This design comes from an exercise in tuning for small area, a short achievable clock period and few clock cycles per item on the open sky130 flow, not from production work. The RTL was checked by simulation tests, not by an equivalence proof against the original design. Power is estimated from default activity; no workload was simulated.

Setup of delta:
## quantized_matvec_accumulator
module quantized_matvec_accumulator (
   input  logic                             clock,
   input  logic                             reset,
   input  logic                             req_valid,
   output logic                             req_ready,
   input  logic signed [15:0]               req_activation,
   input  logic [15:0]                      req_weight_word,
   input  logic signed [15:0]               req_weight_scale,
   output logic                             rsp_valid,
   input  logic                             rsp_ready,
   output logic signed [31:0]               rsp_dot_result,
   output logic [19:0]                      rsp_result_index,
   output logic [12:0]                      rsp_weight_row,
   output logic                             rsp_saturated,
   output logic                             rsp_job_done,
   input  logic                             csr_we,
   input  logic [2:0]                       csr_index,
   input  logic [12:0]                      csr_wdata
);
   logic                          rst_q;
   logic                          valid_int;
   always_ff @(posedge clock)
      rst_q <= reset;
   qmva_pkg::cfg_type             cfg;
   logic                          stride_we, len_written;
   logic                          fire, last;
   logic [1:0]                    elem_lo;
   qmva_csr u_csr (
      .clock     (clock),
      .reset     (rst_q),
      .csr_we    (csr_we),
      .csr_index (csr_index),
      .csr_wdata (csr_wdata),
      .cfg         (cfg),
  ...
Settings: LEC_CHECK=0, CAP_MARGIN=20, CORE_MARGIN=2, CORE_UTILIZATION=40, SLEW_MARGIN=20; clock period 11.5 ns.
standard.sh (not shown) runs the stock make flow with config.mk's settings and CLKGATE_MAP_FILE= SYNTH_SCRIPT=/design/flow/synth_recipe.tcl, a recipe that flattens the netlist after the stock synthesis.
==> flow/flow/run.sh <==
#!/bin/bash
# The standard layout (the standard.sh: standard synthesis, then ORFS floorplan to
# finish) with two changes to how it is made:
#  - timing repair is asked to leave 8.1 ns of setup slack at the 11.5 ns clock, so that
#    it sizes and buffers the paths above 3.4 ns as well;
#  - the port buffers that placement inserts (one on every input and output, as in the
#    standard flow) are sky130_fd_sc_hd__buf_1 cells.
# The clock, constraints and everything else are the standard flow's.
set -euo pipefail
export SETUP_SLACK_MARGIN=8.1
export BUFFER_PORTS_ARGS="-buffer_cell sky130_fd_sc_hd__buf_1"
bash standard.sh finish > standard_flow.log 2>&1
delta went all the way through synthesis, placement and routing and the layout is clean on timing, DRC and antenna.
Testbench counts of delta, summed over its fixed seeds: cycles 27,508, elements 25,630.
The following lists how maple was set up differently from delta:
==> flow/flow/run.sh <==
#!/bin/bash
# The standard layout (the standard.sh: standard synthesis, then ORFS floorplan to
# finish) with two changes to how it is made:
#  - timing repair is asked to leave 7.8 ns of setup slack at the 11.5 ns clock, so that
#    it sizes and buffers the paths above 3.7 ns as well;
#  - the port buffers that placement inserts (one on every input and output, as in the
#    standard flow) are sky130_fd_sc_hd__buf_1 cells.
# The clock, constraints and everything else are the standard flow's.
set -euo pipefail
export SETUP_SLACK_MARGIN=7.8
export BUFFER_PORTS_ARGS="-buffer_cell sky130_fd_sc_hd__buf_1"
bash standard.sh finish > standard_flow.log 2>&1
### Flow results
- Diff delta and maple: number of antenna violations at the first check in global routing higher in maple
- In maple, sequential share of cell area is higher than in delta.
- Comparing delta and maple, the higher worst hold slack after final layout was measured on maple.
- Comparing delta with maple, the count of final max-slew check failures came out essentially unchanged.
- Sort delta and maple by leakage dissipation desc -> top: delta
Setup changes, maple to juniper
# maple
export LEC_CHECK = 0
export CAP_MARGIN = 20
export CORE_MARGIN = 2
export CORE_UTILIZATION = 40
export SLEW_MARGIN = 20
create_clock -name core_clock -period 11.5 [get_ports {clock}]
# juniper
export LEC_CHECK = 0
export CAP_MARGIN = 20
export CORE_MARGIN = 2
export CORE_UTILIZATION = 40
export CTS_BUF_LIST = sky130_fd_sc_hd__clkbuf_8
export CTS_CLUSTER_SIZE = 24
export SLEW_MARGIN = 20
create_clock -name core_clock -period 11.5 [get_ports {clock}]
==> results.txt <==
- Of the two candidates, maple has the worse total design power and juniper the better one.
- Comparing portion of total power attributed to combinational logic for juniper and maple, the bigger number came from juniper.
- Compared with maple, juniper shows minimum setup slack in the final design lower by 40 ps.
- Share of power burned in registers for juniper is higher than for maple.
- In the reports for juniper and maple, the larger wire length belongs to juniper.
- juniper vs maple, instance count: juniper higher
- Total of plain and repair buffers excluding clock buffers: juniper higher than maple
- Cmp juniper and maple / count of buffers added by post-CTS timing repair for setup / higher: juniper
- When juniper is measured against maple, its source-to-sink clock delay at the later pin of the worst-skew pair turns out 90 ps higher.
- juniper vs. maple: post-route worst hold slack moved down; cell area after layout now sits at about the same level.
diff inputs: juniper => quartz
# juniper
export LEC_CHECK = 0
export CAP_MARGIN = 20
export CORE_MARGIN = 2
export CORE_UTILIZATION = 40
export CTS_BUF_LIST = sky130_fd_sc_hd__clkbuf_8
export CTS_CLUSTER_SIZE = 24
export SLEW_MARGIN = 20
create_clock -name core_clock -period 11.5 [get_ports {clock}]
# quartz
export LEC_CHECK = 0
export CAP_MARGIN = 20
export CORE_MARGIN = 2
export CORE_UTILIZATION = 40
export SLEW_MARGIN = 20
create_clock -name core_clock -period 11.5 [get_ports {clock}]
==> flow/flow/run.sh <==
#!/bin/bash
# The standard layout (the standard.sh: standard synthesis, then ORFS floorplan to
# finish), with timing repair asked to leave 7.5 ns of setup slack at the 11.5 ns clock,
# so that it sizes and buffers the paths above 4 ns as well. The clock, constraints and
# everything else are the standard flow's.
set -euo pipefail
export SETUP_SLACK_MARGIN=7.5
bash standard.sh finish > standard_flow.log 2>&1
--- outcome ---
- Area growth from synthesis to layout in quartz is 2.4 points higher than in juniper
- On clock tree buffer count of the final layout: between juniper and quartz, it ends up lower for quartz.
- The floorplan die area of quartz and that of juniper are within noise of each other.
- Number of placed instances with taps included essentially unchanged between juniper and quartz.
- Compared with juniper, quartz supports a lower clock frequency.
- Post-cts resize count is higher on juniper


quantized_matvec_accumulator again, from the RTL that the note above started with.
// quantized_matvec_accumulator
module quantized_matvec_accumulator (
   input  logic                             clock,
   input  logic                             reset,
   input  logic                             req_valid,
   output logic                             req_ready,
   input  logic signed [15:0]               req_activation,
   input  logic [15:0]                      req_weight_word,
   input  logic signed [15:0]               req_weight_scale,
   output logic                             rsp_valid,
   input  logic                             rsp_ready,
   output logic signed [31:0]               rsp_dot_result,
   output logic [19:0]                      rsp_result_index,
   output logic [12:0]                      rsp_weight_row,
   output logic                             rsp_saturated,
   output logic                             rsp_job_done,
   input  logic                             csr_we,
   input  logic [2:0]                       csr_index,
   input  logic [12:0]                      csr_wdata
);
Settings: LEC_CHECK=0, CAP_MARGIN=20, CORE_MARGIN=2, CORE_UTILIZATION=40, SLEW_MARGIN=20; clock period 11.5 ns.
==> flow/flow/run.sh <==
#!/bin/bash
# The standard layout (the standard.sh: standard synthesis, then ORFS floorplan to
# finish) with two changes to how it is made:
#  - timing repair is asked to leave 7.95 ns of setup slack at the 11.5 ns clock, so that
#    it sizes and buffers the paths above 3.55 ns as well;
#  - the port buffers that placement inserts (one on every input and output, as in the
#    standard flow) are sky130_fd_sc_hd__buf_1 cells.
# The clock, constraints and everything else are the standard flow's.
set -euo pipefail
export SETUP_SLACK_MARGIN=7.95
export BUFFER_PORTS_ARGS="-buffer_cell sky130_fd_sc_hd__buf_1"
bash standard.sh finish > standard_flow.log 2>&1
The first run completed without violations.
Testbench counts at the start, summed over its fixed seeds: cycles 27,508, elements 25,630.
Then changed:
==> flow/flow/run.sh (replaced) <==
#!/bin/bash
# The standard layout (the standard.sh: standard synthesis, then ORFS floorplan to
# finish) with two changes to how it is made:
#  - timing repair is asked to leave 7.8 ns of setup slack at the 11.5 ns clock, so that
#    it sizes and buffers the paths above 3.7 ns as well;
#  - the port buffers that placement inserts (one on every input and output, as in the
#    standard flow) are sky130_fd_sc_hd__buf_1 cells.
# The clock, constraints and everything else are the standard flow's.
set -euo pipefail
export SETUP_SLACK_MARGIN=7.8
export BUFFER_PORTS_ARGS="-buffer_cell sky130_fd_sc_hd__buf_1"
bash standard.sh finish > standard_flow.log 2>&1
- CTS_CLUSTER_SIZE: default -> 30
Result:
- critical path depth climbs by 5
- maximum frequency barely changes
- cell count drops slightly
- wire length drops slightly

==> re-timing with driven ports <==
The flow's constraints put no driver on any port. The routed layouts listed below were extracted and timed again, unchanged, in two steps. Step 1, drivers: a clkbuf_16 drives clock and a buf_2 each remaining input, both assumed. Step 2, shift: input delay + t, output delay - t, t = (earliest + latest rising clock arrival at the registers) / 2. This alone moves slack from input paths to output paths. a / b / c = ideal ports / drivers / drivers and shift; a / b = the first two.
run | t (ns) | setup WS [ns] | worst hold slack (ns) | slew at the worst register clock pin (ns) | cell pins on the clock port's net
delta | 0.651 | 7.772 / 7.772 / 7.211 | 0.436 / 0.436 / 0.436 | 0.08 / 0.08 | 1
maple | 0.650 | 7.785 / 7.785 / 7.235 | 0.456 / 0.456 / 0.456 | 0.06 / 0.06 | 1
juniper | 0.731 | 7.745 / 7.754 / 7.027 | 0.435 / 0.435 / 0.435 | 0.07 / 0.07 | 1
quartz | 0.651 | 7.565 / 7.503 / 6.965 | 0.454 / 0.454 / 0.454 | 0.07 / 0.07 | 1
the first run of note 2 | 0.637 | 7.785 / 7.783 / 7.146 | 0.446 / 0.446 / 0.446 | 0.06 / 0.06 | 1
the second run of note 2 | 0.650 | 7.785 / 7.785 / 7.235 | 0.456 / 0.456 / 0.456 | 0.06 / 0.06 | 1
After both steps setup and hold are still met in every run listed. The setup slack of juniper, which loses most, moves by +0.009 ns with the drivers and by -0.718 ns with both steps.
